This is an optimization exercise on Yosys and OpenROAD, whose aim is small area, not a production implementation.
Function was checked by simulation only, so behaviour that the tests miss may differ from the original.
Power figures rest on the tool's default switching activity, not on a simulated workload.

[flow/design.v]
module core_id_pipe #(
  parameter int unsigned XLEN = 32,
  parameter int unsigned NREG = 32
) (
  input  logic            i_clk,
  input  logic            i_rst_n,
  input  logic            i_valid,
  output logic            o_ready,
  input  logic [31:0]     i_instr,
  input  logic [XLEN-1:0] i_pc,
  input  logic            i_flush,
  input  logic            i_ex_valid,
  input  logic            i_ex_mem_read,
  input  logic [4:0]      i_ex_rd,
  input  logic            i_wb_reg_write,
  input  logic [4:0]      i_wb_rd,
  input  logic [XLEN-1:0] i_rd_din,
  output logic            o_valid,
  input  logic            i_ready,
  output logic [XLEN-1:0] o_pc,
  output logic [6:0]      o_opcode,
  output logic [2:0]      o_funct3,
  output logic [6:0]      o_funct7,
  output logic [4:0]      o_rd,
  output logic [4:0]      o_rs1,
  output logic [4:0]      o_rs2,
  output logic [XLEN-1:0] o_imm,
  output logic [XLEN-1:0] o_rs1_dout,
  output logic [XLEN-1:0] o_rs2_dout,
  output logic            o_illegal
);
  localparam int unsigned AW = (NREG > 1) ? $clog2(NREG) : 1;
  localparam logic [6:0] OP_LUI    = 7'b0110111;
  localparam logic [6:0] OP_AUIPC  = 7'b0010111;
  localparam logic [6:0] OP_JAL    = 7'b1101111;
  localparam logic [6:0] OP_JALR   = 7'b1100111;
  localparam logic [6:0] OP_BRANCH = 7'b1100011;
  localparam logic [6:0] OP_LOAD   = 7'b0000011;
  localparam logic [6:0] OP_STORE  = 7'b0100011;
  localparam logic [6:0] OP_IMM    = 7'b0010011;
  localparam logic [6:0] OP_OP     = 7'b0110011;
  localparam logic [6:0] OP_MISC   = 7'b0001111;
  localparam logic [6:0] OP_SYSTEM = 7'b1110011;
  function automatic logic in_range(input logic [4:0] idx);
    in_range = {27'd0, idx} < NREG;
  endfunction
  logic [6:0]        opcode;
  logic [4:0]        rd, rs1, rs2;
  logic              uses_rs1, uses_rs2, writes_rd, known_op;
  logic signed [31:0] imm;
  logic              illegal, hazard, wr_en, load_en;
  logic [XLEN-1:0]   rs1_data, rs2_data;
  logic [XLEN-1:0]   rf [NREG];
  assign opcode = i_instr[6:0];
  assign rd     = i_instr[11:7];
  assign rs1    = i_instr[19:15];
  assign rs2    = i_instr[24:20];
  always_comb begin : decode
    uses_rs1  = 1'b1;
    uses_rs2  = 1'b0;
    writes_rd = 1'b1;
    known_op  = 1'b1;
    imm       = '0;
    case (opcode)
      OP_LUI, OP_AUIPC: begin
        uses_rs1 = 1'b0;
        imm      = {i_instr[31:12], 12'b0};
      end
      OP_JAL: begin
        uses_rs1 = 1'b0;
        imm      = $signed({i_instr[31], i_instr[19:12], i_instr[20], i_instr[30:21], 1'b0});
      end
      OP_JALR, OP_LOAD, OP_IMM, OP_MISC, OP_SYSTEM:
        imm = $signed(i_instr[31:20]);
      OP_STORE: begin
        uses_rs2  = 1'b1;
        writes_rd = 1'b0;
        imm       = $signed({i_instr[31:25], i_instr[11:7]});
      end
      OP_BRANCH: begin
        uses_rs2  = 1'b1;
        writes_rd = 1'b0;
        imm       = $signed({i_instr[31], i_instr[7], i_instr[30:25], i_instr[11:8], 1'b0});
      end
      OP_OP:
        uses_rs2 = 1'b1;
      default: begin
        known_op  = 1'b0;
        writes_rd = 1'b0;
      end
    endcase
  end
  assign illegal = ~known_op
                 | (uses_rs1  & ~in_range(rs1))
                 | (uses_rs2  & ~in_range(rs2))
                 | (writes_rd & ~in_range(rd));
  assign hazard = i_valid & i_ex_valid & i_ex_mem_read & (i_ex_rd != 5'd0)
                & ((uses_rs1 & (rs1 == i_ex_rd)) | (uses_rs2 & (rs2 == i_ex_rd)));
  assign o_ready = i_flush | ((~o_valid | i_ready) & ~hazard);
  assign load_en = ~o_valid | i_ready;
  assign wr_en   = i_wb_reg_write & (i_wb_rd != 5'd0) & in_range(i_wb_rd);
  assign rf[0] = '0;
  for (genvar g = 1; g < NREG; g++) begin : g_rf
    logic [XLEN-1:0] q;
    always_ff @(posedge i_clk or negedge i_rst_n) begin
      if (!i_rst_n)
        q <= '0;
      else if (wr_en && (i_wb_rd == g))
        q <= i_rd_din;
    end
    assign rf[g] = q;
  end
  always_comb begin : rf_read
    rs1_data = in_range(rs1) ? rf[rs1[AW-1:0]] : '0;
    rs2_data = in_range(rs2) ? rf[rs2[AW-1:0]] : '0;
    if (wr_en && (i_wb_rd == rs1)) rs1_data = i_rd_din;
    if (wr_en && (i_wb_rd == rs2)) rs2_data = i_rd_din;
  end
  always_ff @(posedge i_clk or negedge i_rst_n) begin : id_ex
    if (!i_rst_n) begin
      o_valid    <= 1'b0;
      o_pc       <= '0;
      o_opcode   <= '0;
      o_funct3   <= '0;
      o_funct7   <= '0;
      o_rd       <= '0;
      o_rs1      <= '0;
      o_rs2      <= '0;
      o_imm      <= '0;
      o_rs1_dout <= '0;
      o_rs2_dout <= '0;
      o_illegal  <= 1'b0;
    end else if (i_flush) begin
      o_valid <= 1'b0;
    end else if (load_en) begin
      o_valid <= i_valid & ~hazard;
      if (i_valid && !hazard) begin
        o_pc       <= i_pc;
        o_opcode   <= opcode;
        o_funct3   <= i_instr[14:12];
        o_funct7   <= i_instr[31:25];
        o_rd       <= rd;
        o_rs1      <= rs1;
        o_rs2      <= rs2;
        o_imm      <= known_op ? imm : '0;
        o_rs1_dout <= rs1_data;
        o_rs2_dout <= rs2_data;
        o_illegal  <= illegal;
      end
    end else begin
      if (i_wb_reg_write && (i_wb_rd != 5'd0) && (i_wb_rd == o_rs1)) o_rs1_dout <= i_rd_din;
      if (i_wb_reg_write && (i_wb_rd != 5'd0) && (i_wb_rd == o_rs2)) o_rs2_dout <= i_rd_din;
    end
  end
endmodule
[flow/run.sh]
#!/bin/bash
# synth_recipe.tcl (not shown) runs the flow's synth.tcl, then flattens the netlist and writes it again
# the make line also repeats each setting of config.mk as NAME=value (left out here)
make -C /OpenROAD-flow-scripts/flow DESIGN_CONFIG=/design/flow/config.mk WORK_HOME=/design/flow/orfs CLKGATE_MAP_FILE= SYNTH_SCRIPT=/design/flow/synth_recipe.tcl finish
[flow/config.mk]
export PLATFORM = sky130hd
export DESIGN_NAME = core_id_pipe
export DESIGN_NICKNAME = core_id_pipe
export VERILOG_FILES = /design/flow/design.v
export SDC_FILE = /design/flow/constraint.sdc
export NUM_CORES = 8
export LEC_CHECK = 0
export CAP_MARGIN = 20
export CORE_MARGIN = 2
export CORE_UTILIZATION = 40
export SLEW_MARGIN = 20
[flow/constraint.sdc]
create_clock -name core_clock -period 5.0 [get_ports {i_clk}]
set_input_delay 1.0000 -clock core_clock [delete_from_list [all_inputs] [get_ports {i_clk}]]
set_output_delay 1.0000 -clock core_clock [all_outputs]
set_load 0.01 [all_outputs]
==> results of run 1 <==
-- how the worst max path moves through the flow --
stage | start | end
2_1_floorplan | i_instr[6] | o_ready
3_3_place_gp | i_ex_rd[1] | o_ready
3_5_place_dp | i_ex_rd[1] | o_ready
4_1_cts | i_ex_rd[1] | o_ready
5_1_grt | i_ex_rd[1] | o_ready
6_report | i_ex_rd[1] | o_ready
-- logic make-up (layout without fill, tap and decap cells) --
kind of cell	after synthesis	after routing
and+or+nand+nor	879	879
other	0	30
DFF	1154	1154
buffers and inverters	471	898
muxes	1219	1219
xor gates and xnor gates	30	30
AOI/OAI and AO/OA	1160	1160
-- routing by layer --
metal | global-route usage | vias to the layer above
li1 | - | 19400
met2 | 0.580 | 5122
met3 | 0.184 | 1735
met5 | 0.000650 | -
met4 | 0.313 | 18
met1 | 0.532 | 26700
-- cells in the mapped netlist, types with 19 or more instances --
cell,count
a21oi_1,86
a221oi_1,63
a222oi_1,19
a22o_1,94
a22oi_1,557
a31oi_1,45
a32oi_1,23
and3_1,19
buf_1,49
buf_2,105
clkbuf_1,298
dfrtp_1,1154
mux2_2,1050
mux2i_1,149
nand2_1,331
nand2b_1,20
nand3_1,57
nand4_1,85
nor2_1,160
nor2b_1,26
nor3_1,63
nor4_1,20
o21ai_0,79
o22a_1,37
o22ai_1,26
xnor2_1,20
-- flip-flops by register name (all words and copies together) (netlist names), 3 cells and up --
signal      cells
o_rs1           5
g_rf.q        992
o_funct3        3
o_imm          32
o_rs2           5
o_funct7        7
o_rd            5
o_rs1_dout     32
o_opcode        7
o_rs2_dout     32
o_pc           32
-- power groups by stage --
stage                     registers [uW]  clock network, uW  logic (uW)
after floorplan                    12300                  0        2640
after global placement             12900                  0        4510
after detailed placement           12900                  0        4600
after CTS                          12800              10500        4620
after global routing               13000              10900        4950
final                              12900              10500        4740
-- per-stage QoR --
step | power (uW) | area, sq um | utilization | instances
after detailed placement | 17500 | 65100 | 0.454 | 7004
after CTS | 27900 | 69700 | 0.487 | 7243
final | 28100 | 69700 | 0.487 | 7273
after floorplan | 14900 | 57600 | - | 4913
after global routing | 28900 | 69700 | 0.486 | 7244
after global placement | 17400 | 65100 | 0.454 | 7002
-- layout make-up --
type | count | share of cell area
Clock inverter | 42 | 0.00991
Sequential cell | 1154 | 0.414
Clock buffer | 197 | 0.0566
Multi-Input combinational cell | 3288 | 0.393
Antenna cell | 30 | 0.00108
Tap cell | 1903 | 0.0341
Inverter | 11 | 0.000592
Timing Repair Buffer | 648 | 0.0903
==> impl_metrics.env, run 1 <==
export IMPL_min_period_over_period=0.895
export IMPL_finalSetupTns_ns=0
export IMPL_grt_setup_unrepaired="no"
export IMPL_route_detailed_drc=0
export IMPL_crit_path_start_kind="primary input"
export IMPL_grt_util_all_layers=0.425
export IMPL_cts_reportedPaths_clkPinSlew_ns=0.06
export IMPL_die_h_microns=384
export IMPL_synth_top_family_by_area="multiplexers"
export IMPL_fin_skew_ns=0.0385
export IMPL_crit_arrival_ns=3.48
export IMPL_viasPerCell=7.28
export IMPL_drive_above_1_share=0.339
export IMPL_r2r_end="o_rs2_dout[29]"
export IMPL_swShare=0.300
export IMPL_setup_viol=0
export IMPL_syn_to_final_growth_pct=21.0
export IMPL_final_cell_mix="dfrtp_1, mux2_2, a22oi_1, nand2_1, buf_4"
export IMPL_seq_power_share=0.458
export IMPL_synth_compound_area_frac=0.150
export IMPL_core_sq_mm=0.143
export IMPL_topRoutingLayerUsed="met5"
export IMPL_syn_area_sq_mm=0.0576
export IMPL_port_buffers=276
export IMPL_first_iter_violations=8666
export IMPL_dr_pass1_iters=12
export IMPL_cpPeakStageDelay_ns=0.59
export IMPL_drv_cap=0
export IMPL_finalHoldViolCount=0
export IMPL_gr_total_overflow=0
export IMPL_fillers=13000
export IMPL_reg2regPathDepth=6
export IMPL_peakVddDrop_mv=0.252
export IMPL_route_detailed_wl_per_inst_microns=43.9
export IMPL_cts_tree="built"
export IMPL_place_gp_congestion=1.01
export IMPL_wl_met3_microns=47900
export IMPL_final_common_cell="dfrtp_1"
export IMPL_met2WireLength_microns=126000
export IMPL_cts_root_buf="clkbuf_16"
export IMPL_synth_simple_area_share=0.0735
export IMPL_syn_inst=4913
export IMPL_worstPathRequired_ns=4.00
export IMPL_io_pins=277
export IMPL_rows=139
export IMPL_path_class="in -> out"
export IMPL_p_leak_uw=0.0299
export IMPL_period_needed_ns=4.48
export IMPL_synth_xor_area_share=0.00456
export IMPL_final_antenna_net_count=0
export IMPL_seqCellArea_sq_mm=0.0289
export IMPL_cts_buffers=135
export IMPL_drt_wl_total_microns=319000
export IMPL_intPower_uw=19700
export IMPL_clkSinkCount=1154
export IMPL_first_global_vias=49900
export IMPL_ys_warn_count=2
export IMPL_pwr_density_cell_mw_per_mm2=403
export IMPL_post_place_ws_ns=0.491
export IMPL_worstMarginPinSlew_ns=1.35
export IMPL_grt_pass1_wl_microns=429000
export IMPL_syn_area_per_cell_sq_um=11.7
export IMPL_synthMuxAreaShare=0.237
export IMPL_hp_class="in -> async"
export IMPL_status="no timing/DRC/antenna violations"
export IMPL_end_kind="output port"
export IMPL_p_comb_frac=0.169
export IMPL_worstSkewPairLatency_ns=0.82
export IMPL_clkPwrFrac=0.373
export IMPL_synth_area_top_cells="dfrtp_1, mux2_2, a22oi_1"
export IMPL_max_freq_ghz=0.223
export IMPL_htree_levels=4
export IMPL_async_flop_share=1.00
export IMPL_synth_distinct_cells=73
export IMPL_synthAdderAreaFrac=0
export IMPL_post_cts_setup_buffer_count=0
export IMPL_yosysSeqAreaShare=0.501
export IMPL_p_sw_uw=8440
export IMPL_crit_path_frequent_cell="clkdlybuf4s50_1"
export IMPL_maxSlewViolCount=0
export IMPL_cts_hold_buf=0
export IMPL_start_util=0.402
export IMPL_cts_resized=0
export IMPL_critical_path_cell_chain="clkdlybuf4s50_1 -> or4_1 -> o211ai_2 -> nor3_1 -> a21oi_1 -> o21ai_0 -> nand2b_1 -> clkdlybuf4s50_1"
export IMPL_ys_ff_latch=1154
export IMPL_layout_setup_ws_ns=0.523
export IMPL_rrSetupSlack_ns=2.23
export IMPL_crit_path_top_delay_cell="or4_1"
export IMPL_crit_path_max_fanout=3
export IMPL_r2r_start="o_valid"
export IMPL_synth_top_cell_area_share=0.501
export IMPL_slew_headroom=0.0946
export IMPL_syn_nets=5027
export IMPL_wl_met1_microns=115000
export IMPL_path_depth=8
export IMPL_dieArea_sq_mm=0.147
export IMPL_vias=52900
export IMPL_nNetsFinal=5352
export IMPL_crit_family="buffers and inverters"
export IMPL_dp_hpwl_microns=202000
export IMPL_multi_input_area_sq_mm=0.0274
export IMPL_ys_flop_type="dfrtp_1"
export IMPL_antenna_found_initial=28
export IMPL_whs_ns=0.144
export IMPL_synth_top_cell_by_area="dfrtp_1"
export IMPL_grt_max_degree=112
export IMPL_worst_path_buf_inv=2
export IMPL_clk_path_buf_depth=3
export IMPL_synth_edf_count=0
export IMPL_die_x_microns=384
==> run 2, diff against run 1 <==
==> flow/design.v (replaced) <==
module core_id_pipe #(
  parameter int unsigned XLEN = 32,
  parameter int unsigned NREG = 32
) (
  input  logic            i_clk,
  input  logic            i_rst_n,
  input  logic            i_valid,
  output logic            o_ready,
  input  logic [31:0]     i_instr,
  input  logic [XLEN-1:0] i_pc,
  input  logic            i_flush,
  input  logic            i_ex_valid,
  input  logic            i_ex_mem_read,
  input  logic [4:0]      i_ex_rd,
  input  logic            i_wb_reg_write,
  input  logic [4:0]      i_wb_rd,
  input  logic [XLEN-1:0] i_rd_din,
  output logic            o_valid,
  input  logic            i_ready,
  output logic [XLEN-1:0] o_pc,
  output logic [6:0]      o_opcode,
  output logic [2:0]      o_funct3,
  output logic [6:0]      o_funct7,
  output logic [4:0]      o_rd,
  output logic [4:0]      o_rs1,
  output logic [4:0]      o_rs2,
  output logic [XLEN-1:0] o_imm,
  output logic [XLEN-1:0] o_rs1_dout,
  output logic [XLEN-1:0] o_rs2_dout,
  output logic            o_illegal
);
  localparam logic [6:0] OP_LUI    = 7'b0110111;
  localparam logic [6:0] OP_AUIPC  = 7'b0010111;
  localparam logic [6:0] OP_JAL    = 7'b1101111;
  localparam logic [6:0] OP_JALR   = 7'b1100111;
  localparam logic [6:0] OP_BRANCH = 7'b1100011;
  localparam logic [6:0] OP_LOAD   = 7'b0000011;
  localparam logic [6:0] OP_STORE  = 7'b0100011;
  localparam logic [6:0] OP_IMM    = 7'b0010011;
  localparam logic [6:0] OP_OP     = 7'b0110011;
  localparam logic [6:0] OP_MISC   = 7'b0001111;
  localparam logic [6:0] OP_SYSTEM = 7'b1110011;
  logic [6:0] opcode;
  logic [4:0] rs1, rs2;
  logic       uses_rs1, uses_rs2, hazard, load_en;
  assign opcode = i_instr[6:0];
  assign rs1    = i_instr[19:15];
  assign rs2    = i_instr[24:20];
  always_comb begin : use_dec
    uses_rs1 = 1'b1;
    uses_rs2 = 1'b0;
    case (opcode)
      OP_LUI, OP_AUIPC, OP_JAL:     uses_rs1 = 1'b0;
      OP_STORE, OP_BRANCH, OP_OP:   uses_rs2 = 1'b1;
      default: ;
    endcase
  end
  assign hazard = i_valid & i_ex_valid & i_ex_mem_read & (i_ex_rd != 5'd0)
                & ((uses_rs1 & (rs1 == i_ex_rd)) | (uses_rs2 & (rs2 == i_ex_rd)));
  assign load_en = ~o_valid | i_ready;
  assign o_ready = i_flush | (load_en & ~hazard);
  logic [31:0] ir;
  always_ff @(posedge i_clk or negedge i_rst_n) begin : id_ex_valid
    if (!i_rst_n)
      o_valid <= 1'b0;
    else if (i_flush)
      o_valid <= 1'b0;
    else if (load_en)
      o_valid <= i_valid & ~hazard;
  end
  always_ff @(posedge i_clk) begin : id_ex_payload
    if (load_en) begin
      ir   <= i_instr;
      o_pc <= i_pc;
    end
  end
  assign o_opcode = ir[6:0];
  assign o_rd     = ir[11:7];
  assign o_funct3 = ir[14:12];
  assign o_rs1    = ir[19:15];
  assign o_rs2    = ir[24:20];
  assign o_funct7 = ir[31:25];
  always_comb begin : imm_dec
    o_illegal = 1'b0;
    o_imm     = '0;
    case (ir[6:0])
      OP_LUI, OP_AUIPC:
        o_imm = {ir[31:12], 12'b0};
      OP_JAL:
        o_imm = {{12{ir[31]}}, ir[19:12], ir[20], ir[30:21], 1'b0};
      OP_JALR, OP_LOAD, OP_IMM, OP_MISC, OP_SYSTEM:
        o_imm = {{20{ir[31]}}, ir[31:20]};
      OP_STORE:
        o_imm = {{20{ir[31]}}, ir[31:25], ir[11:7]};
      OP_BRANCH:
        o_imm = {{20{ir[31]}}, ir[7], ir[30:25], ir[11:8], 1'b0};
      OP_OP: ;
      default:
        o_illegal = 1'b1;
    endcase
  end
  logic [NREG-1:0] rv;                
  logic [XLEN-1:0] rf [NREG];
  logic [NREG-1:0] we, sel1, sel2;
  assign rv[0] = 1'b0;
  assign rf[0] = '0;
  for (genvar g = 1; g < NREG; g++) begin : g_rf
    assign we[g] = i_wb_reg_write & (i_wb_rd == g);
    always_ff @(posedge i_clk or negedge i_rst_n) begin
      if (!i_rst_n)
        rv[g] <= 1'b0;
      else if (we[g])
        rv[g] <= 1'b1;
    end
    always_ff @(posedge i_clk) begin
      if (we[g])
        rf[g] <= i_rd_din;
    end
  end
  assign we[0] = 1'b0;
  always_comb begin : rf_read
    o_rs1_dout = '0;
    o_rs2_dout = '0;
    for (int i = 0; i < NREG; i++) begin
      sel1[i] = rv[i] & (o_rs1 == i);
      sel2[i] = rv[i] & (o_rs2 == i);
      o_rs1_dout = o_rs1_dout | (rf[i] & {XLEN{sel1[i]}});
      o_rs2_dout = o_rs2_dout | (rf[i] & {XLEN{sel2[i]}});
    end
  end
endmodule
==> impl_metrics.env, run 2 <==
export IMPL_p_leak_uw=0.0200
export IMPL_grt_pass1_wl_microns=424000
export IMPL_largest_reg_flops=992
export IMPL_fin_skew_ns=0.0312
export IMPL_syn_nets=4366
export IMPL_worstMarginPinSlew_ns=1.40
export IMPL_cts_reportedPaths_clkPinSlew_ns=0.07
export IMPL_dr_pass1_iters=11
export IMPL_max_freq_ghz=0.196
export IMPL_status="failed layout checks"
export IMPL_met1_usage=0.653
export IMPL_synth_edf_count=1056
export IMPL_end_kind="output port"
export IMPL_core_sq_mm=0.121
export IMPL_so_faults="negative setup slack"
export IMPL_final_common_cell="edfxtp_1"
export IMPL_peakVddDrop_mv=0.330
export IMPL_synth_distinct_cells=55
export IMPL_grt_setup_unrepaired="yes"
export IMPL_crit_path_frequent_cell="buf_4"
export IMPL_grt_use_met3=0.260
export IMPL_grt_util_all_layers=0.513
export IMPL_antenna_found_initial=31
export IMPL_path_class="reg -> out"
export IMPL_cts_tree="built"
export IMPL_syn_area_sq_mm=0.0487
export IMPL_route_detailed_drc=0
export IMPL_syn_to_final_growth_pct=23.6
export IMPL_htree_levels=3
export IMPL_synthTopCellsByCount="edfxtp_1, nand2_1, o22ai_1, nand3_1, clkbuf_1"
export IMPL_yosys_cell_count_top_type="edfxtp_1"
export IMPL_critical_path_cell_chain="buf_4 -> nand2b_1 -> nor2_2 -> buf_4 -> nand3_1 -> o2111ai_1 -> nor3_1 -> nand4_1 -> clkdlybuf4s50_1"
export IMPL_synth_top_cell_by_area="edfxtp_1"
export IMPL_cts_root_buf="clkbuf_16"
export IMPL_dp_hpwl_microns=211000
export IMPL_regMostFlops="rf"
export IMPL_final_cells=6468
export IMPL_clk_path_buf_depth=3
export IMPL_crit_path_top_delay_cell="clkdlybuf4s50_1"
export IMPL_place_gp_congestion=1.08
export IMPL_final_antenna_net_count=0
export IMPL_viasPerCell=7.70
export IMPL_min_period_over_period=1.02
export IMPL_start_util=0.401
export IMPL_first_iter_violations=11700
export IMPL_reg_top3="rf (992), ir (32), o_pc (32)"
export IMPL_die_h_microns=353
export IMPL_die_x_microns=353
export IMPL_port_buffers=276
export IMPL_period_needed_ns=5.10
export IMPL_yosysSeqAreaShare=0.667
export IMPL_synth_area_top_cells="edfxtp_1, o22ai_1, nand2_1"
export IMPL_async_flop_share=0.0294
export IMPL_ys_flop_type="edfxtp_1"
export IMPL_maxSlewViolCount=0
export IMPL_fillers=11100
export IMPL_grt_util_met2=0.679
export IMPL_route_detailed_wl_per_inst_microns=51.0
export IMPL_whs_ns=0.424
export IMPL_cts_hold_buf=0
export IMPL_io_pins=277
export IMPL_rows=128
export IMPL_dieArea_sq_mm=0.125
export IMPL_final_cell_mix="edfxtp_1, nand2_1, o22ai_1, nand3_1, buf_4"
export IMPL_dp_cells=6199
export IMPL_hp_class="in -> async"
export IMPL_gr_total_overflow=0
export IMPL_layout_setup_ws_ns=-0.0998
export IMPL_crit_path_max_fanout=8
export IMPL_grt_busiest_layer="met2"
export IMPL_crit_arrival_ns=4.10
export IMPL_ys_warn_count=2
export IMPL_cpPeakStageDelay_ns=0.57
export IMPL_syn_area_per_cell_sq_um=11.5
export IMPL_worstPathRequired_ns=4.00
export IMPL_pwr_density_cell_mw_per_mm2=409
export IMPL_slew_headroom=0.0673
export IMPL_first_global_vias=44800
export IMPL_vias=49800
export IMPL_drt_wl_total_microns=330000
export IMPL_finalHoldViolCount=0
export IMPL_worst_path_buf_inv=3
export IMPL_nNetsFinal=4829
export IMPL_ys_ff_latch=1088
export IMPL_crit_path_start_kind="flip-flop"
export IMPL_crit_family="simple AND/OR/NAND/NOR gates"
export IMPL_setup_viol=12
export IMPL_synth_top_cell_area_share=0.651
export IMPL_drv_cap=0
export IMPL_worstSkewPairLatency_ns=0.79
export IMPL_syn_inst=4252
export IMPL_clkSinkCount=1088
export IMPL_grt_max_degree=38
export IMPL_drive_above_1_share=0.160
export IMPL_cts_buffers=120
run 2: cells by family after synthesis:
group                  share of synthesized area
AND/OR/NAND/NOR                            0.189
flip-flops                                 0.667
AO/OA/AOI/OAI                              0.115
buffers and inverters                     0.0276
XOR/XNOR                                 0.00180
run 2: what timing repair did:
action | CTS | global route
gates resized for setup | 20 | 16
setup endpoints to repair | 50 | 39
buffers inserted | 15 | 4
pin swaps | 0 | 1
run 2: area by class of cell:
class	count	area, sq um	area share
Antenna cell	26	65.1	0.00108
Clock buffer	148	3210	0.0533
Clock inverter	76	856	0.0142
Inverter	5	18.8	0.000312
Multi-Input combinational cell	2838	15300	0.253
Sequential cell	1088	32600	0.540
Tap cell	1625	2030	0.0337
Timing Repair Buffer	662	6250	0.104
run 2: final timing paths:
| path | startpoint | to | slack [ns] | cells after the start |
|---|---|---|---|---|
| setup / recovery | ir[18] | o_rs1_dout[15] | -0.1 | 9 |
| hold / removal | i_rst_n | rv[27] | 0.42 | 1 |
| setup reg to reg | o_valid | ir[14] | 3.01 | 3 |
| hold reg to reg | rv[9] | rv[9] | 0.76 | 1 |
| max in group asynchronous | i_rst_n | rv[26] | 3.79 | 1 |
| min in group core_clock | i_rd_din[24] | rf[7][24] | 0.75 | 1 |
run 2: power breakdown:
group / internal, uW / total [uW] / switching (uW)
clock network: 5340 / 9390 / 4050
registers: 10200 / 11100 / 881
logic: 1110 / 4140 / 3030
total: 16700 / 24600 / 7960
run 2: through the flow:
stage | area [sq um] | setup slack [ns] | setup TNS, ns | power [uW] | utilization
floorplan | 48700 | 1.74 | 0 | 12100 | -
global placement | 55900 | 0.433 | 0 | 15000 | 0.460
detailed placement | 55900 | 0.421 | 0 | 14900 | 0.460
CTS | 60200 | -0.0156 | -0.0156 | 24100 | 0.496
global route | 60200 | -0.0113 | -0.0113 | 24600 | 0.496
finish | 60200 | -0.0998 | -0.557 | 24600 | 0.496
run 2: layer usage:
| metal | vias up | part of all wire | wire length [microns] |
|---|---|---|---|
| li1 | 17600 | - | - |
| met3 | 1803 | 0.18 | 60200 |
| met4 | 9 | 0.088 | 29100 |
| met2 | 6236 | 0.38 | 126000 |
| met1 | 24200 | 0.35 | 114000 |
| met5 | - | 0.00041 | 136 |
==> run 3, diff against run 2 <==
--- a/flow/design.v
+++ b/flow/design.v
@@ -118,14 +118,35 @@
     end
   end
   assign we[0] = 1'b0;
-  always_comb begin : rf_read
-    o_rs1_dout = '0;
-    o_rs2_dout = '0;
+  always_comb begin : rd_sel
     for (int i = 0; i < NREG; i++) begin
       sel1[i] = rv[i] & (o_rs1 == i);
       sel2[i] = rv[i] & (o_rs2 == i);
-      o_rs1_dout = o_rs1_dout | (rf[i] & {XLEN{sel1[i]}});
-      o_rs2_dout = o_rs2_dout | (rf[i] & {XLEN{sel2[i]}});
     end
   end
+  for (genvar b = 0; b < XLEN; b++) begin : g_rd
+    logic [10:0] n1, n2;
+    for (genvar k = 0; k < 10; k++) begin : g_grp
+      core_id_pipe_aoi222 u_p1 (
+        .a1(sel1[3*k+1]), .a2(rf[3*k+1][b]),
+        .b1(sel1[3*k+2]), .b2(rf[3*k+2][b]),
+        .c1(sel1[3*k+3]), .c2(rf[3*k+3][b]),
+        .y (n1[k]));
+      core_id_pipe_aoi222 u_p2 (
+        .a1(sel2[3*k+1]), .a2(rf[3*k+1][b]),
+        .b1(sel2[3*k+2]), .b2(rf[3*k+2][b]),
+        .c1(sel2[3*k+3]), .c2(rf[3*k+3][b]),
+        .y (n2[k]));
+    end
+    assign n1[10] = ~(sel1[31] & rf[31][b]);
+    assign n2[10] = ~(sel2[31] & rf[31][b]);
+    assign o_rs1_dout[b] = ~&n1;
+    assign o_rs2_dout[b] = ~&n2;
+  end
 endmodule
+module core_id_pipe_aoi222 (
+  input  logic a1, a2, b1, b2, c1, c2,
+  output logic y
+);
+  assign y = ~((a1 & a2) | (b1 & b2) | (c1 & c2));
+endmodule
--- a/flow/config.mk
+++ b/flow/config.mk
@@ -9,3 +9,4 @@
 export CORE_MARGIN = 2
 export CORE_UTILIZATION = 40
 export SLEW_MARGIN = 20
+export SYNTH_HIERARCHICAL = 1
==> impl_metrics.env, run 3 <==
export IMPL_status="failed layout checks"
export IMPL_so_faults="negative setup slack"
export IMPL_p_leak_uw=0.0168
export IMPL_grt_max_degree=49
export IMPL_route_detailed_drc=0
export IMPL_worstSkewPairLatency_ns=0.69
export IMPL_synth_top_cell_by_area="edfxtp_1"
export IMPL_synth_distinct_cells=52
export IMPL_final_common_cell="edfxtp_1"
export IMPL_period_needed_ns=5.05
export IMPL_fillers=8648
export IMPL_end_kind="output port"
export IMPL_yosysSeqAreaShare=0.763
export IMPL_clkSinkCount=1088
export IMPL_max_freq_ghz=0.198
export IMPL_gr_total_overflow=0
export IMPL_cts_hold_buf=0
export IMPL_largest_reg_flops=992
export IMPL_crit_path_max_fanout=11
export IMPL_grt_util_all_layers=0.304
export IMPL_htree_levels=3
export IMPL_synth_edf_count=1056
export IMPL_nNetsFinal=2890
export IMPL_holdPathStages=1
export IMPL_synth_top_cell_area_share=0.744
export IMPL_cts_tree="built"
export IMPL_setup_viol=3
export IMPL_min_period_over_period=1.01
export IMPL_slew_headroom=0.274
export IMPL_r2r_end="o_pc[19]"
export IMPL_grt_pass1_wl_microns=233000
export IMPL_synth_simple_area_share=0.0547
export IMPL_maxSlewViolCount=0
export IMPL_ys_flop_type="edfxtp_1"
export IMPL_dr_pass1_iters=31
export IMPL_finalHoldViolCount=0
export IMPL_stdcell_area_sq_mm=0.0521
export IMPL_rows=119
export IMPL_crit_arrival_ns=4.05
export IMPL_synthMuxAreaShare=0
export IMPL_vias=32000
export IMPL_crit_path_start_kind="flip-flop"
export IMPL_p_comb_frac=0.088
export IMPL_ys_ff_latch=1088
export IMPL_final_antenna_net_count=0
export IMPL_layout_setup_ws_ns=-0.0472
export IMPL_synth_xor_area_share=0.00226
export IMPL_async_flop_share=0.0294
export IMPL_placed_cell_area_sq_mm=0.0484
export IMPL_synthTopCellsByCount="edfxtp_1, a222oi_1, nand4_1, nand2_1, a2111o_1"
export IMPL_intPower_uw=15500
export IMPL_hp_class="reg -> reg"
export IMPL_antenna_found_initial=8
export IMPL_hp_start="rv[8]"
export IMPL_die_x_microns=330
export IMPL_cts_root_buf="clkbuf_16"
export IMPL_path_class="reg -> out"
export IMPL_reg_top3="rf (992), ir (32), o_pc (32)"
export IMPL_drt_wl_total_microns=171000
export IMPL_drv_cap=0
export IMPL_place_gp_congestion=0.921
export IMPL_syn_area_sq_mm=0.0426
export IMPL_synth_top_family_by_area="compound AO/OA/AOI/OAI gates"
export IMPL_dieArea_sq_mm=0.109
export IMPL_cts_reportedPaths_clkPinSlew_ns=0.06
export IMPL_io_pins=277
export IMPL_dp_hpwl_microns=107000
export IMPL_cts_buffers=111
export IMPL_core_sq_mm=0.105
export IMPL_synthAdderAreaFrac=0
export IMPL_fin_skew_ns=0.00610
export IMPL_route_detailed_wl_per_inst_microns=40.0
export IMPL_hold_end="rv[8]"
export IMPL_yosys_cell_count_top_type="edfxtp_1"
export IMPL_r2r_start="o_valid"
export IMPL_peakVddDrop_mv=0.300
export IMPL_pwr_density_cell_mw_per_mm2=389
export IMPL_syn_area_per_cell_sq_um=18.6
export IMPL_worstPathRequired_ns=4.00
export IMPL_finalSetupTns_ns=-0.0720
export IMPL_drive_above_1_share=0.154
export IMPL_syn_to_final_growth_pct=22.3
export IMPL_synth_compound_area_frac=0.175
export IMPL_seq_power_share=0.512
export IMPL_final_cell_mix="edfxtp_1, a222oi_1, clkdlybuf4s50_1, nand4_1, clkbuf_16"
export IMPL_synth_area_top_cells="edfxtp_1, a222oi_1, nand4_1"
export IMPL_reg2regPathDepth=2
export IMPL_port_buffers=276
export IMPL_start_util=0.404
export IMPL_syn_inst=2290
export IMPL_first_global_vias=31100
export IMPL_worstMarginPinSlew_ns=1.09
export IMPL_ys_warn_count=9
export IMPL_grt_setup_unrepaired="yes"
export IMPL_first_iter_violations=8008
export IMPL_syn_nets=2404
export IMPL_swShare=0.235
export IMPL_p_sw_uw=4750
export IMPL_clk_path_buf_depth=3
export IMPL_clkPwrFrac=0.400
export IMPL_rrSetupSlack_ns=3.18
export IMPL_regMostFlops="rf"
export IMPL_die_h_microns=330
export IMPL_viasPerCell=7.50
-- run 3: cell count changes after synthesis, sizes merged, moves of 77 or more --
| cell | previous run | this run |
|---|---|---|
| o2111ai | 78 | 1 |
| nor4 | 92 | 1 |
| nand3 | 514 | 9 |
| buf | 94 | 15 |
| nor2 | 194 | 40 |
| o22ai | 585 | 1 |
| a222oi | 0 | 640 |
| nand2 | 827 | 83 |
| nor3 | 89 | 3 |
| clkbuf | 227 | 6 |
-- run 3: power groups by stage --
stage | Combinational (uW) | Clock (uW) | Sequential [uW]
finish | 1790 | 8090 | 10400
CTS | 1750 | 8130 | 10400
global route | 1840 | 8510 | 10400
global placement | 1710 | 0 | 10600
detailed placement | 1730 | 0 | 10600
floorplan | 623 | 0 | 10500
-- run 3: cell type report --
| class | count | area [sq um] | area share |
|---|---|---|---|
| diodes | 8 | 20.0 | 0.000384 |
| clock buffers | 139 | 2960 | 0.0569 |
| clock inverters | 66 | 568 | 0.0109 |
| inverters | 3 | 11.3 | 0.000216 |
| multi-input cells | 1178 | 10400 | 0.199 |
| flip-flops and latches | 1088 | 32500 | 0.624 |
| well taps | 1391 | 1740 | 0.0334 |
| repair buffers | 394 | 3920 | 0.0752 |
-- run 3: kinds of logic after synthesis --
logic type	count (synthesis)
buffers and inverters	24
AOI/OAI and AO/OA	753
and+or+nand+nor	414
xor gates and xnor gates	11
DFF	1088
-- run 3: repair_timing --
action                                  CTS  global route
endpoints found under the setup margin   44            48
buffers inserted                          7             3
pin swaps                                10            16
resized for setup                        30            21
hold endpoints to repair                  0             0
-- run 3: critical path, cell delays in order (launching register included) --
cell and delay (ns):
edfxtp_1 0.46, nor2b_2 0.24, nor2b_1 0.20, and3_2 0.24, buf_4 0.21, a222oi_1 0.56, nand4_1 0.48, a2111o_1 0.61
dlygate4sd2_1 0.32
-- run 3: worst max-delay path by stage --
| stage | startpoint | end | slack, ns |
|---|---|---|---|
| floorplan | i_ready | o_ready | 0.77 |
| global placement | ir[19] | o_rs1_dout[26] | 0.60 |
| detailed placement | ir[19] | o_rs1_dout[26] | 0.55 |
| CTS | ir[16] | o_rs1_dout[16] | 0.0006 |
| global route | ir[24] | o_rs2_dout[13] | -0.06 |
| finish | ir[16] | o_rs1_dout[26] | -0.05 |
-- run 3: metrics by stage --
| stage | hold slack, ns | setup slack [ns] | utilization | total power [uW] | cells |
|---|---|---|---|---|---|
| final | 0.508 | -0.0472 | 0.494 | 20300 | 4267 |
| after CTS | 0.501 | 0.000628 | 0.494 | 20200 | 4256 |
| after global placement | 0.491 | 0.598 | 0.459 | 12300 | 4043 |
| after floorplan | 0.445 | 0.774 | - | 11100 | 2290 |
| after global routing | 0.516 | -0.0626 | 0.494 | 20700 | 4262 |
| after detailed placement | 0.479 | 0.553 | 0.459 | 12300 | 4044 |
-- run 3: Yosys stat by module (local to each module, per instance) --
module               copies in the design  flops+latches
core_id_pipe                            1           1088
core_id_pipe_aoi222                   640              0
-- run 3: routing by layer --
metal | GRT usage | part of all wire | routed length (microns)
met1 | 0.393 | 0.35 | 59000
met4 | 0.145 | 0.055 | 9320
met3 | 0.100 | 0.16 | 27200
met2 | 0.464 | 0.44 | 75200
met5 | 0 | 0.00025 | 43
==> run 4, diff against run 3 <==
==> flow/flow/run.sh (new file) <==
#!/bin/bash
# Standard ORFS layout with three changes: port buffers use the smallest
# buffer, clock tree synthesis inserts no dummy loads and clusters more
# sinks per leaf buffer. Every make variable below is passed on the
# command line so that it overrides the standard flow's config.mk.
set -euo pipefail
CTS="-sink_clustering_enable -repair_clock_nets -dont_use_dummy_load -sink_clustering_size 25 -sink_clustering_max_diameter 80"
bash standard.sh \
  "BUFFER_PORTS_ARGS=-buffer_cell sky130_fd_sc_hd__buf_1" \
  "CTS_ARGS=$CTS" \
  finish > make_finish.log 2>&1
==> flow/standard.sh (new file) <==
#!/bin/bash
# synth_recipe.tcl (not shown) runs the flow's synth.tcl, then flattens the netlist and writes it again
# the make line also repeats each setting of config.mk as NAME=value (left out here)
make -C /OpenROAD-flow-scripts/flow DESIGN_CONFIG=/design/flow/config.mk WORK_HOME=/design/flow/orfs CLKGATE_MAP_FILE= SYNTH_SCRIPT=/design/flow/synth_recipe.tcl "${@:-finish}"
==> flow/config.mk (replaced) <==
export PLATFORM = sky130hd
export DESIGN_NAME = core_id_pipe
export DESIGN_NICKNAME = core_id_pipe
export VERILOG_FILES = /design/flow/design.v
export SDC_FILE = /design/flow/constraint.sdc
export NUM_CORES = 8
export LEC_CHECK = 0
export CAP_MARGIN = 5
export CORE_MARGIN = 2
export CORE_UTILIZATION = 55
export PLACE_DENSITY = 0.68
export SETUP_SLACK_MARGIN = 0.15
export SLEW_MARGIN = 5
export SYNTH_HIERARCHICAL = 1
removed: flow/run.sh
==> impl_metrics.env, run 4 <==
export IMPL_synth_top_cell_area_share=0.744
export IMPL_worstMarginPinSlew_ns=1.45
export IMPL_seqCellArea_sq_mm=0.0325
export IMPL_max_freq_ghz=0.206
export IMPL_gr_total_overflow=0
export IMPL_grt_use_met3=0.142
export IMPL_end_kind="output port"
export IMPL_met1_usage=0.520
export IMPL_io_pins=277
export IMPL_viasPerCell=8.51
export IMPL_grt_busiest_layer="met2"
export IMPL_dp_hpwl_microns=95100
export IMPL_ys_ff_latch=1088
export IMPL_status="no timing/DRC/antenna violations"
export IMPL_final_antenna_net_count=0
export IMPL_fin_skew_ns=0.0500
export IMPL_multi_input_area_sq_mm=0.0102
export IMPL_synth_area_top_cells="edfxtp_1, a222oi_1, nand4_1"
export IMPL_start_util=0.553
export IMPL_synth_simple_area_share=0.0547
export IMPL_first_global_vias=31200
export IMPL_synthTopCellsByCount="edfxtp_1, a222oi_1, nand4_1, nand2_1, a2111o_1"
export IMPL_yosysSeqAreaShare=0.763
export IMPL_maxSlewViolCount=0
export IMPL_async_flop_share=0.0294
export IMPL_cts_root_buf="clkbuf_16"
export IMPL_hp_class="in -> async"
export IMPL_final_common_cell="edfxtp_1"
export IMPL_place_gp_congestion=0.978
export IMPL_core_sq_mm=0.0771
export IMPL_crit_path_start_kind="flip-flop"
export IMPL_synth_edf_count=1056
export IMPL_grt_util_met2=0.584
export IMPL_crit_arrival_ns=3.86
export IMPL_post_cts_setup_buffer_count=0
export IMPL_synthMuxAreaShare=0
export IMPL_die_h_microns=282
export IMPL_die_x_microns=282
export IMPL_synth_compound_area_frac=0.175
export IMPL_path_class="reg -> out"
export IMPL_drt_wl_total_microns=164000
export IMPL_vias=32000
export IMPL_dieArea_sq_mm=0.0797
export IMPL_cts_hold_buf=0
export IMPL_syn_area_per_cell_sq_um=18.6
export IMPL_r2r_start="o_valid"
export IMPL_syn_nets=2404
export IMPL_whs_ns=0.429
export IMPL_syn_inst=2290
export IMPL_grt_max_degree=36
export IMPL_synth_xor_area_share=0.00226
export IMPL_ys_flop_type="edfxtp_1"
export IMPL_cts_tree="built"
export IMPL_grt_setup_unrepaired="yes"
export IMPL_synth_top_family_by_area="compound AO/OA/AOI/OAI gates"
export IMPL_p_leak_uw=0.0150
export IMPL_synth_distinct_cells=52
export IMPL_period_needed_ns=4.86
export IMPL_route_detailed_drc=0
export IMPL_grt_util_all_layers=0.403
export IMPL_rows=102
export IMPL_nNetsFinal=2823
export IMPL_peakVddDrop_mv=0.332
export IMPL_clk_path_buf_depth=3
export IMPL_dr_pass1_iters=13
export IMPL_finalSetupTns_ns=0
export IMPL_ys_warn_count=9
export IMPL_syn_to_final_growth_pct=10.9
export IMPL_antenna_found_initial=9
export IMPL_synthAdderAreaFrac=0
export IMPL_final_cell_mix="edfxtp_1, a222oi_1, buf_1, nand4_1, buf_4"
export IMPL_reg2regPathDepth=2
export IMPL_worstPathRequired_ns=4.00
export IMPL_power_uw=16400
export IMPL_cts_buffers=52
export IMPL_reg_top3="rf (992), ir (32), o_pc (32)"
export IMPL_drive_above_1_share=0.109
export IMPL_yosys_cell_count_top_type="edfxtp_1"
export IMPL_route_detailed_wl_per_inst_microns=43.6
export IMPL_pwr_density_cell_mw_per_mm2=346
export IMPL_cts_reportedPaths_clkPinSlew_ns=0.10
export IMPL_synth_top_cell_by_area="edfxtp_1"
export IMPL_drv_cap=0
export IMPL_r2r_end="ir[10]"
export IMPL_clkSinkCount=1088
export IMPL_htree_levels=2
export IMPL_first_iter_violations=9204
export IMPL_rrSetupSlack_ns=2.99
export IMPL_slew_headroom=0.0301
export IMPL_regMostFlops="rf"
export IMPL_fillers=5689
export IMPL_grt_pass1_wl_microns=223000
export IMPL_largest_reg_flops=992
export IMPL_setup_viol=0
export IMPL_min_period_over_period=0.972
export IMPL_finalHoldViolCount=0
export IMPL_worstSkewPairLatency_ns=0.66
export IMPL_port_buffers=276
export IMPL_crit_path_max_fanout=32
export IMPL_syn_area_sq_mm=0.0426
-- run 4: power breakdown --
| group | internal [uW] | switching, uW | total, uW |
|---|---|---|---|
| registers | 10200 | 146 | 10300 |
| clock network | 1860 | 2710 | 4570 |
| logic | 428 | 1020 | 1450 |
| total | 12500 | 3880 | 16400 |
-- run 4: worst max-delay path by stage --
stage,endpoint,depth (start not counted),startpoint
after global placement,o_rs1_dout[5],8,ir[19]
after floorplan,o_ready,3,i_ready
final,o_rs2_dout[9],6,ir[24]
after global routing,o_rs1_dout[11],7,ir[16]
after detailed placement,o_rs1_dout[5],8,ir[19]
after CTS,o_rs1_dout[5],8,ir[16]
-- run 4: critical path: stages, from the launching register on --
cell,delay [ns]
edfxtp_1,0.51
nor2_1,0.48
and3_2,1.23
a222oi_1,0.21
nand2_1,0.34
a2111o_1,0.26
buf_1,0.19
-- run 4: through the flow --
step	cell area [sq um]	util	setup WS, ns	std cells
finish	47200	0.613	0.141	3755
global route	47200	0.613	0.127	3753
CTS	47200	0.612	0.176	3745
detailed placement	45900	0.595	0.817	3693
global placement	45900	0.595	0.883	3693
floorplan	42600	-	0.774	2290
-- run 4: cells by family after synthesis --
kind of cell / Yosys count
flops: 1088
simple gates: 414
xor+xnor: 11
buf+inv: 24
compound gates: 753
-- run 4: area by class of cell --
type,count,share of cell area
flip-flops and latches,1088,0.688
multi-input cells,1178,0.216
repair buffers,386,0.0400
clock buffers,52,0.0275
well taps,1040,0.0275
diodes,8,0.000424
inverters,3,0.000238
-- run 4: per-layer routing --
layer | share of wire | vias to the layer above
met2 | 0.42 | 3680
met1 | 0.32 | 15600
met4 | 0.073 | 6
met3 | 0.19 | 701
li1 | - | 12000
met5 | 0.00063 | -
-- run 4: repair_timing --
action                     4_1_cts  5_1_grt
gates resized for setup          2        9
pin swaps                        0        0
setup endpoints to repair        3       23
-- run 4: per-module statistics from Yosys, one instance, submodules excluded --
module / cell area [sq um] / times used / cells inside
core_id_pipe: 36200 / 1 / 1650
core_id_pipe_aoi222: 10.0 / 640 / 1
==> run 5, diff against run 4 <==
--- a/flow/config.mk
+++ b/flow/config.mk
@@ -8,7 +8,7 @@
 export CAP_MARGIN = 5
 export CORE_MARGIN = 2
 export CORE_UTILIZATION = 55
-export PLACE_DENSITY = 0.68
+export PLACE_DENSITY = 0.8
 export SETUP_SLACK_MARGIN = 0.15
 export SLEW_MARGIN = 5
 export SYNTH_HIERARCHICAL = 1
==> impl_metrics.env, run 5 <==
export IMPL_status="no timing/DRC/antenna violations"
export IMPL_setup_viol=0
export IMPL_dp_hpwl_microns=94100
export IMPL_port_buffers=276
export IMPL_synth_area_top_cells="edfxtp_1, a222oi_1, nand4_1"
export IMPL_grt_busiest_layer="met2"
export IMPL_grt_setup_unrepaired="no"
export IMPL_drive_above_1_share=0.0979
export IMPL_fin_skew_ns=0.0335
export IMPL_rrSetupSlack_ns=3.30
export IMPL_synth_edf_count=1056
export IMPL_io_pins=277
export IMPL_grt_max_degree=65
export IMPL_async_flop_share=0.0294
export IMPL_period_needed_ns=4.85
export IMPL_nNetsFinal=2822
export IMPL_cts_tree="built"
export IMPL_die_h_microns=282
export IMPL_reg2regPathDepth=2
export IMPL_finalHoldViolCount=0
export IMPL_whs_ns=0.460
export IMPL_first_global_vias=32100
export IMPL_final_antenna_net_count=0
export IMPL_syn_inst=2290
export IMPL_gr_total_overflow=0
export IMPL_cts_buffers=52
export IMPL_rows=102
export IMPL_crit_path_start_kind="flip-flop"
export IMPL_die_x_microns=282
export IMPL_synth_distinct_cells=52
export IMPL_r2r_start="o_valid"
export IMPL_p_leak_uw=0.0150
export IMPL_cp_startpoint="ir[15]"
export IMPL_finalSetupTns_ns=0
export IMPL_clk_path_buf_depth=3
export IMPL_hp_class="in -> async"
export IMPL_grt_use_met3=0.201
export IMPL_ys_warn_count=9
export IMPL_worstSetupEndpoint="o_rs1_dout[0]"
export IMPL_reg_top3="rf (992), ir (32), o_pc (32)"
export IMPL_start_util=0.553
export IMPL_path_class="reg -> out"
export IMPL_maxSlewViolCount=0
export IMPL_seqCellArea_sq_mm=0.0325
export IMPL_met1_usage=0.483
export IMPL_regMostFlops="rf"
export IMPL_peakVddDrop_mv=0.266
export IMPL_place_gp_congestion=0.965
export IMPL_viasPerCell=8.71
export IMPL_crit_arrival_ns=3.85
export IMPL_drv_cap=0
export IMPL_post_cts_setup_buffer_count=0
export IMPL_final_common_cell="edfxtp_1"
export IMPL_worstMarginPinSlew_ns=1.42
export IMPL_min_period_over_period=0.970
export IMPL_vias=32800
export IMPL_htree_levels=2
export IMPL_max_freq_ghz=0.206
export IMPL_largest_reg_flops=992
export IMPL_cts_reportedPaths_clkPinSlew_ns=0.09
export IMPL_fin_util=0.614
export IMPL_grt_util_all_layers=0.403
export IMPL_crit_path_max_fanout=17
export IMPL_slew_headroom=0.0533
export IMPL_yosysSeqAreaShare=0.763
export IMPL_multi_input_area_sq_mm=0.0101
export IMPL_route_detailed_wl_per_inst_microns=43.5
export IMPL_grt_util_met2=0.580
export IMPL_syn_nets=2404
export IMPL_cts_root_buf="clkbuf_16"
export IMPL_stdcell_area_sq_mm=0.0473
export IMPL_dieArea_sq_mm=0.0797
export IMPL_ys_flop_type="edfxtp_1"
export IMPL_end_kind="output port"
export IMPL_syn_area_sq_mm=0.0426
export IMPL_drt_wl_total_microns=164000
export IMPL_syn_area_per_cell_sq_um=18.6
export IMPL_syn_to_final_growth_pct=11.1
export IMPL_dr_pass1_iters=15
export IMPL_r2r_end="ir[27]"
export IMPL_cts_hold_buf=0
export IMPL_antenna_found_initial=16
export IMPL_core_sq_mm=0.0771
export IMPL_fillers=5513
export IMPL_worstPathRequired_ns=4.00
export IMPL_grt_pass1_wl_microns=224000
export IMPL_placed_cell_area_sq_mm=0.0459
export IMPL_first_iter_violations=10000
export IMPL_final_cell_mix="edfxtp_1, a222oi_1, buf_1, nand4_1, buf_4"
export IMPL_yosys_cell_count_top_type="edfxtp_1"
export IMPL_synth_top_cell_by_area="edfxtp_1"
export IMPL_synthTopCellsByCount="edfxtp_1, a222oi_1, nand4_1, nand2_1, a2111o_1"
export IMPL_clkSinkCount=1088
export IMPL_worstSkewPairLatency_ns=0.63
export IMPL_pwr_density_cell_mw_per_mm2=345
export IMPL_ys_ff_latch=1088
export IMPL_synth_top_cell_area_share=0.744
export IMPL_route_detailed_drc=0
run 5: cell counts after synthesis:
No cell type changed its count.
run 5: how the worst min path moves through the flow:
stage,depth (start not counted),endpoint,start
after floorplan,1,rv[15],rv[15]
after global placement,1,rv[10],rv[10]
after detailed placement,1,rv[26],rv[26]
after CTS,1,rv[12],i_rst_n
after global routing,1,rv[30],rv[30]
final,1,rv[12],i_rst_n
run 5: cell families (layout without fill, tap and decap cells):
kind of cell	after synthesis	count (layout)	synth area share
flip-flops	1088	1088	0.763
AO/OA/AOI/OAI	753	753	0.175
AND/OR/NAND/NOR	414	414	0.0547
buffers and inverters	24	440	0.00458
XOR/XNOR	11	11	0.00226
other	0	15	0
run 5: critical path, stage by stage, from the launching register on:
cell	delay [ns]
edfxtp_1	0.54
and3_4	0.27
and3_1	0.57
buf_4	0.44
a222oi_1	0.43
nand4_1	0.21
a2111o_1	0.55
buf_1	0.19
run 5: routing by layer:
metal	vias to the layer above	part of all wire
li1	12000	-
met1	15500	0.29
met2	4254	0.42
met3	1005	0.21
met4	12	0.077
met5	-	0.00063
run 5: per-module statistics from Yosys, one instance, submodules excluded:
module	copies in the design	cell area (sq um)
core_id_pipe	1	36200
core_id_pipe_aoi222	640	10.0
run 5: area by class of cell:
cell class / count / area share
Sequential cell: 1088 / 0.687
Tap cell: 1040 / 0.0275
Multi-Input combinational cell: 1178 / 0.214
Timing Repair Buffer: 385 / 0.0425
Antenna cell: 15 / 0.000793
Inverter: 3 / 0.000238
Clock buffer: 52 / 0.0275
run 5: where the power goes:
group | internal, uW | switching [uW]
combinational | 425 | 1040
sequential | 10200 | 148
clock | 1850 | 2680
run 5: what timing repair did:
item,in CTS,in global routing
hold endpoints to repair,0,0
gates resized for setup,0,7
setup endpoints to repair,0,39
run 5: stage by stage:
stage,instances,total power (uW),setup WS (ns)
6_report,3761,16300,0.152
5_1_grt,3753,16600,0.177
4_1_cts,3745,16200,0.174
3_5_place_dp,3693,11900,0.852
3_3_place_gp,3693,11900,0.912
2_1_floorplan,2290,11100,0.774
==> run 6, diff against run 5 <==
==> flow/flow/run.sh (replaced) <==
#!/bin/bash
# Standard ORFS layout with three changes: port buffers use the smallest
# buffer, clock tree synthesis inserts no dummy loads and clusters more
# sinks per leaf buffer; after global routing, gates off the critical
# paths are downsized. Every make variable below is passed on the
# command line so that it overrides the standard flow's config.mk.
set -euo pipefail
CTS="-sink_clustering_enable -repair_clock_nets -dont_use_dummy_load -sink_clustering_size 25 -sink_clustering_max_diameter 80"
bash standard.sh \
  "BUFFER_PORTS_ARGS=-buffer_cell sky130_fd_sc_hd__buf_1" \
  "CTS_ARGS=$CTS" \
  "RECOVER_POWER=100" \
  finish > make_finish.log 2>&1
--- a/flow/config.mk
+++ b/flow/config.mk
@@ -8,7 +8,7 @@
 export CAP_MARGIN = 5
 export CORE_MARGIN = 2
 export CORE_UTILIZATION = 55
-export PLACE_DENSITY = 0.8
+export PLACE_DENSITY = 0.68
 export SETUP_SLACK_MARGIN = 0.15
 export SLEW_MARGIN = 5
 export SYNTH_HIERARCHICAL = 1
==> impl_metrics.env, run 6 <==
export IMPL_status="failed layout checks"
export IMPL_so_faults="max-capacitance violations, max-slew violations"
export IMPL_drv_cap=45
export IMPL_peakVddDrop_mv=0.329
export IMPL_finalSetupTns_ns=0
export IMPL_period_needed_ns=4.86
export IMPL_final_cells=3754
export IMPL_cts_hold_buf=0
export IMPL_first_iter_violations=9339
export IMPL_max_freq_ghz=0.206
export IMPL_synth_xor_area_share=0.00226
export IMPL_hold_end="o_pc[19]"
export IMPL_syn_to_final_growth_pct=9.96
export IMPL_synth_distinct_cells=52
export IMPL_synth_edf_count=1056
export IMPL_dp_hpwl_microns=95100
export IMPL_slew_headroom=-1.66
export IMPL_r2r_start="o_valid"
export IMPL_pwr_density_cell_mw_per_mm2=349
export IMPL_final_common_cell="edfxtp_1"
export IMPL_regMostFlops="rf"
export IMPL_worstMarginPinSlew_ns=3.98
export IMPL_crit_path_start_kind="primary input"
export IMPL_ys_flop_type="edfxtp_1"
export IMPL_grt_util_met2=0.584
export IMPL_clk_path_buf_depth=3
export IMPL_place_gp_congestion=0.978
export IMPL_io_pins=277
export IMPL_reg2regPathDepth=2
export IMPL_holdPathStages=1
export IMPL_syn_nets=2404
export IMPL_end_kind="flip-flop"
export IMPL_yosys_cell_count_top_type="edfxtp_1"
export IMPL_synthMuxAreaShare=0
export IMPL_async_flop_share=0.0294
export IMPL_grt_util_all_layers=0.403
export IMPL_power_uw=16300
export IMPL_ys_warn_count=9
export IMPL_maxSlewViolCount=1045
export IMPL_p_leak_uw=0.0147
export IMPL_r2r_end="ir[10]"
export IMPL_yosysSeqAreaShare=0.763
export IMPL_clkSinkCount=1088
export IMPL_dieArea_sq_mm=0.0797
export IMPL_cts_tree="built"
export IMPL_met1_usage=0.520
export IMPL_setup_viol=0
export IMPL_grt_setup_unrepaired="yes"
export IMPL_dp_cells=3693
export IMPL_core_sq_mm=0.0771
export IMPL_largest_reg_flops=992
export IMPL_synth_top_family_by_area="compound AO/OA/AOI/OAI gates"
export IMPL_synth_top_cell_by_area="edfxtp_1"
export IMPL_cpPeakStageDelay_ns=3.02
export IMPL_die_x_microns=282
export IMPL_synthTopCellsByCount="edfxtp_1, a222oi_1, nand4_1, nand2_1, a2111o_1"
export IMPL_first_global_vias=31200
export IMPL_crit_path_max_fanout=26
export IMPL_grt_max_degree=36
export IMPL_fin_util=0.608
export IMPL_htree_levels=2
export IMPL_rows=102
export IMPL_start_util=0.553
export IMPL_syn_area_sq_mm=0.0426
export IMPL_ys_ff_latch=1088
export IMPL_path_class="in -> reg"
export IMPL_rrSetupSlack_ns=1.62
export IMPL_synthAdderAreaFrac=0
export IMPL_syn_inst=2290
export IMPL_hp_class="in -> reg"
export IMPL_layout_setup_ws_ns=0.137
export IMPL_final_antenna_net_count=0
export IMPL_post_cts_setup_buffer_count=0
export IMPL_fin_skew_ns=0.0482
export IMPL_critical_path_cell_chain="buf_1 -> nand2b_1 -> nor2_1 -> clkbuf_1"
export IMPL_min_period_over_period=0.973
export IMPL_vias=32100
export IMPL_cts_root_buf="clkbuf_16"
export IMPL_crit_path_top_delay_cell="nor2_1"
export IMPL_fillers=5782
export IMPL_nNetsFinal=2823
export IMPL_dr_pass1_iters=15
export IMPL_finalHoldViolCount=0
export IMPL_drive_above_1_share=0.0798
export IMPL_syn_area_per_cell_sq_um=18.6
export IMPL_drt_wl_total_microns=164000
export IMPL_grt_use_met3=0.142
export IMPL_worstSkewPairLatency_ns=0.66
export IMPL_die_h_microns=282
export IMPL_grt_pass1_wl_microns=223000
export IMPL_route_detailed_wl_per_inst_microns=43.7
export IMPL_post_place_ws_ns=0.817
export IMPL_grt_busiest_layer="met2"
export IMPL_synth_top_cell_area_share=0.744
export IMPL_worstPathRequired_ns=5.29
export IMPL_port_buffers=276
export IMPL_crit_arrival_ns=5.15
export IMPL_cts_reportedPaths_clkPinSlew_ns=0.10
export IMPL_hp_start="i_pc[19]"
export IMPL_gr_total_overflow=0
export IMPL_reg_top3="rf (992), ir (32), o_pc (32)"
export IMPL_synth_area_top_cells="edfxtp_1, a222oi_1, nand4_1"
export IMPL_cts_buffers=52
export IMPL_antenna_found_initial=8
export IMPL_synth_simple_area_share=0.0547
export IMPL_route_detailed_drc=0
export IMPL_final_cell_mix="edfxtp_1, a222oi_1, buf_1, nand4_1, nand2_1"
export IMPL_viasPerCell=8.55
export IMPL_synth_compound_area_frac=0.175
## run 6: routing by layer
metal  share of wire  up-vias
met5         0.00088        -
met4           0.076        6
met3            0.19      750
met2            0.42     3788
met1            0.32    15600
li1                -    12000
## run 6: power by group
| part | total, uW | internal, uW | switching (uW) |
|---|---|---|---|
| registers | 10400 | 10200 | 147 |
| logic | 1430 | 416 | 1010 |
| clock network | 4560 | 1860 | 2710 |
## run 6: worst max path at each step
stage	slack, ns	from	depth (start not counted)	end
floorplan	0.77	i_ready	3	o_ready
finish	0.14	i_wb_rd[0]	4	rf[30][21]
CTS	0.18	ir[16]	8	o_rs1_dout[5]
detailed placement	0.82	ir[19]	8	o_rs1_dout[5]
global placement	0.88	ir[19]	8	o_rs1_dout[5]
global route	0.07	ir[16]	7	o_rs1_dout[11]
## run 6: cell families after synthesis
group | after synthesis
buffers and inverters | 24
AND/OR/NAND/NOR | 414
flip-flops | 1088
XOR/XNOR | 11
AO/OA/AOI/OAI | 753
## run 6: area by class of cell
class | instances | area [sq um] | share of cell area
timing repair buffer | 386 | 1680 | 0.0358
clock buffer | 52 | 1300 | 0.0278
sequential | 1088 | 32500 | 0.694
multi-input combinational | 1178 | 10000 | 0.214
tap | 1040 | 1300 | 0.0278
inverter | 3 | 11.3 | 0.000240
antenna | 7 | 17.5 | 0.000374
## run 6: per-module statistics from Yosys (local to each module, per instance)
module	cells	flip-flops and latches	copies in the design
core_id_pipe	1650	1088	1
core_id_pipe_aoi222	1	0	640
## run 6: critical path, delay by kind of cell
kind | cells | cell delay (ns)
simple gates | 2 | 3.44
buf+inv | 2 | 0.69
## run 6: stage by stage
step                      hold WS, ns  cell area, sq um
after detailed placement        0.471             45900
after global routing            0.495             46800
after global placement          0.475             45900
after CTS                       0.446             47200
after floorplan                 0.445             42600
final                           0.504             46800
## run 6: timing repair
item	in CTS	in global routing
setup endpoints to repair	3	23
cloned	0	0
resized for setup	2	9
pin swaps	0	0
==> run 7, diff against run 6 <==
==> flow/flow/run.sh (replaced) <==
#!/bin/bash
# Standard ORFS layout with three changes: port buffers use the smallest
# buffer, clock tree synthesis inserts no dummy loads and clusters more
# sinks per leaf buffer. Every make variable below is passed on the
# command line so that it overrides the standard flow's config.mk.
set -euo pipefail
CTS="-sink_clustering_enable -repair_clock_nets -dont_use_dummy_load -sink_clustering_size 25 -sink_clustering_max_diameter 80"
bash standard.sh \
  "BUFFER_PORTS_ARGS=-buffer_cell sky130_fd_sc_hd__buf_1" \
  "CTS_ARGS=$CTS" \
  finish > make_finish.log 2>&1
==> flow/config.mk (replaced) <==
export PLATFORM = sky130hd
export DESIGN_NAME = core_id_pipe
export DESIGN_NICKNAME = core_id_pipe
export VERILOG_FILES = /design/flow/design.v
export SDC_FILE = /design/flow/constraint.sdc
export NUM_CORES = 8
export LEC_CHECK = 0
export CAP_MARGIN = 20
export CORE_MARGIN = 2
export CORE_UTILIZATION = 50
export PLACE_DENSITY = 0.65
export SETUP_SLACK_MARGIN = 0.2
export SLEW_MARGIN = 20
export SYNTH_HIERARCHICAL = 1
==> impl_metrics.env, run 7 <==
export IMPL_status="no timing/DRC/antenna violations"
export IMPL_drive_above_1_share=0.114
export IMPL_synth_top_family_by_area="compound AO/OA/AOI/OAI gates"
export IMPL_rrSetupSlack_ns=2.98
export IMPL_ys_flop_type="edfxtp_1"
export IMPL_final_antenna_net_count=0
export IMPL_cts_reportedPaths_clkPinSlew_ns=0.09
export IMPL_route_detailed_drc=0
export IMPL_final_cell_mix="edfxtp_1, a222oi_1, buf_1, nand4_1, buf_4"
export IMPL_async_flop_share=0.0294
export IMPL_grt_pass1_wl_microns=224000
export IMPL_synthMuxAreaShare=0
export IMPL_critical_path_cell_chain="nor2b_1 -> and2_1 -> and3_2 -> a222oi_1 -> nand4_1 -> a2111o_1 -> buf_1"
export IMPL_min_period_over_period=0.955
export IMPL_crit_path_top_delay_cell="and3_2"
export IMPL_max_freq_ghz=0.209
export IMPL_drv_cap=0
export IMPL_yosysSeqAreaShare=0.763
export IMPL_reg_top3="rf (992), ir (32), o_pc (32)"
export IMPL_ys_warn_count=9
export IMPL_ys_ff_latch=1088
export IMPL_multi_input_area_sq_mm=0.0102
export IMPL_clk_path_buf_depth=3
export IMPL_yosys_cell_count_top_type="edfxtp_1"
export IMPL_cts_buffers=51
export IMPL_worstPathRequired_ns=4.00
export IMPL_cts_tree="built"
export IMPL_setup_viol=0
export IMPL_regMostFlops="rf"
export IMPL_stdcell_area_sq_mm=0.0475
export IMPL_final_common_cell="edfxtp_1"
export IMPL_rows=107
export IMPL_die_x_microns=296
export IMPL_synthAdderAreaFrac=0
export IMPL_synth_top_cell_area_share=0.744
export IMPL_antenna_found_initial=20
export IMPL_period_needed_ns=4.78
export IMPL_finalHoldViolCount=0
export IMPL_syn_inst=2290
export IMPL_grt_setup_unrepaired="no"
export IMPL_synth_compound_area_frac=0.175
export IMPL_synth_top_cell_by_area="edfxtp_1"
export IMPL_route_detailed_wl_per_inst_microns=42.3
export IMPL_largest_reg_flops=992
export IMPL_placed_cell_area_sq_mm=0.0461
export IMPL_first_iter_violations=8413
export IMPL_syn_area_per_cell_sq_um=18.6
export IMPL_end_kind="output port"
export IMPL_slew_headroom=0.161
export IMPL_grt_util_all_layers=0.365
export IMPL_fin_skew_ns=0.0572
export IMPL_synth_distinct_cells=52
export IMPL_syn_to_final_growth_pct=11.4
export IMPL_synth_edf_count=1056
export IMPL_cts_resized=3
export IMPL_crit_path_max_fanout=32
export IMPL_maxSlewViolCount=0
export IMPL_start_util=0.503
export IMPL_grt_max_degree=36
export IMPL_die_h_microns=296
export IMPL_crit_arrival_ns=3.78
export IMPL_synthTopCellsByCount="edfxtp_1, a222oi_1, nand4_1, nand2_1, a2111o_1"
export IMPL_core_sq_mm=0.0847
export IMPL_dp_hpwl_microns=98800
export IMPL_clkSinkCount=1088
export IMPL_cpPeakStageDelay_ns=0.61
export IMPL_drt_wl_total_microns=163000
export IMPL_htree_levels=2
export IMPL_peakVddDrop_mv=0.295
export IMPL_worst_path_buf_inv=1
export IMPL_first_global_vias=31200
export IMPL_fillers=6512
export IMPL_p_leak_uw=0.0150
export IMPL_syn_nets=2404
export IMPL_cts_root_buf="clkbuf_16"
export IMPL_vias=31700
export IMPL_pwr_density_cell_mw_per_mm2=344
export IMPL_port_buffers=276
export IMPL_synth_area_top_cells="edfxtp_1, a222oi_1, nand4_1"
export IMPL_dieArea_sq_mm=0.0876
export IMPL_synth_xor_area_share=0.00226
export IMPL_synth_simple_area_share=0.0547
export IMPL_crit_family="simple AND/OR/NAND/NOR gates"
export IMPL_hp_class="in -> async"
export IMPL_path_class="reg -> out"
export IMPL_viasPerCell=8.20
export IMPL_gr_total_overflow=0
export IMPL_place_gp_congestion=0.967
export IMPL_crit_path_start_kind="flip-flop"
export IMPL_nNetsFinal=2820
export IMPL_worstMarginPinSlew_ns=1.26
export IMPL_dr_pass1_iters=11
export IMPL_io_pins=277
export IMPL_worstSkewPairLatency_ns=0.67
export IMPL_post_cts_setup_buffer_count=0
export IMPL_syn_area_sq_mm=0.0426
export IMPL_cts_hold_buf=0
export IMPL_finalSetupTns_ns=0
export IMPL_seqCellArea_sq_mm=0.0325
-- run 7: area by class of cell --
| type | instances | area share |
|---|---|---|
| antenna | 13 | 0.000685 |
| clock buffer | 51 | 0.0269 |
| inverter | 3 | 0.000237 |
| multi-input combinational | 1178 | 0.216 |
| sequential | 1088 | 0.685 |
| tap | 1144 | 0.0302 |
| timing repair buffer | 384 | 0.0415 |
-- run 7: modules after synthesis (local to each module, per instance) --
module               flops+latches  times used  cells inside  cell area (sq um)
core_id_pipe_aoi222              0         640             1               10.0
core_id_pipe                  1088           1          1650              36200
-- run 7: cells by family (layout without fill, tap and decap cells) --
logic type	Yosys count	in the layout
flops	1088	1088
simple gates	414	414
buf+inv	24	438
other cells	0	13
compound gates	753	753
xor+xnor	11	11
-- run 7: worst register-to-register path: stages (launching register included) --
cell and delay, ns:
dfrtp_1 0.46, nand2b_2 0.64, buf_4 0.54
-- run 7: routing by layer --
metal | share of wire | up-vias | wire (microns) | global-route usage
li1 | - | 12000 | - | -
met2 | 0.44 | 3432 | 71600 | 0.551
met4 | 0.063 | 4 | 10200 | 0.202
met3 | 0.17 | 598 | 27800 | 0.110
met5 | 0.00015 | - | 25 | 0
met1 | 0.33 | 15600 | 53700 | 0.476
-- run 7: final timing paths --
path,start,cells past startpoint,to
worst max-delay path,ir[19],7,o_rs1_dout[20]
worst min-delay path,i_rst_n,1,o_valid
worst max register to register,o_valid,2,ir[15]
worst min register to register,rv[7],1,rv[7]
max in group asynchronous,i_rst_n,1,rv[18]
min in group core_clock,i_pc[13],1,o_pc[13]
-- run 7: power by group --
part	leakage [uW]	switching [uW]	internal, uW
Sequential	0.00996	153	10200
Combinational	0.00442	996	429
Clock	0.000629	2710	1820
Total	0.0150	3860	12500
-- run 7: metrics by stage --
stage,hold slack [ns],std cells,total power [uW],setup slack (ns),utilization
6_report,0.409,3861,16300,0.223,0.560
5_1_grt,0.464,3858,16700,0.202,0.560
3_5_place_dp,0.470,3795,11900,0.811,0.543
2_1_floorplan,0.445,2290,11100,0.774,-
4_1_cts,0.440,3846,16200,0.219,0.559
3_3_place_gp,0.468,3795,11900,0.937,0.543

-- separate check: timing with driven ports --
How much do the figures lean on ideal ports? The routed layouts below were timed once more, with nothing changed but the port constraints.
Step 1: set_driving_cell puts a clkbuf_16 on i_clk and a buf_2 on each other input, an assumption about the parent block.
Step 2, shift: input delay + t, output delay - t, t = (earliest + latest rising clock arrival at the registers) / 2. This alone moves slack from input paths to output paths.
a / b / c = ideal ports / drivers / drivers and shift; a / b = the first two.
| run | t, ns | setup WS [ns] |
|---|---|---|
| run 1 | 0.884 | 0.523 / 0.501 / 0.239 |
| run 2 | 0.847 | -0.100 / -0.171 / 0.676 |
| run 3 | 0.763 | -0.047 / -0.120 / 0.643 |
| run 4 | 0.707 | 0.141 / 0.068 / 0.775 |
| run 5 | 0.709 | 0.152 / 0.079 / 0.788 |
| run 6 | 0.706 | 0.137 / 0.067 / -0.520 |
| run 7 | 0.719 | 0.223 / 0.152 / 0.871 |
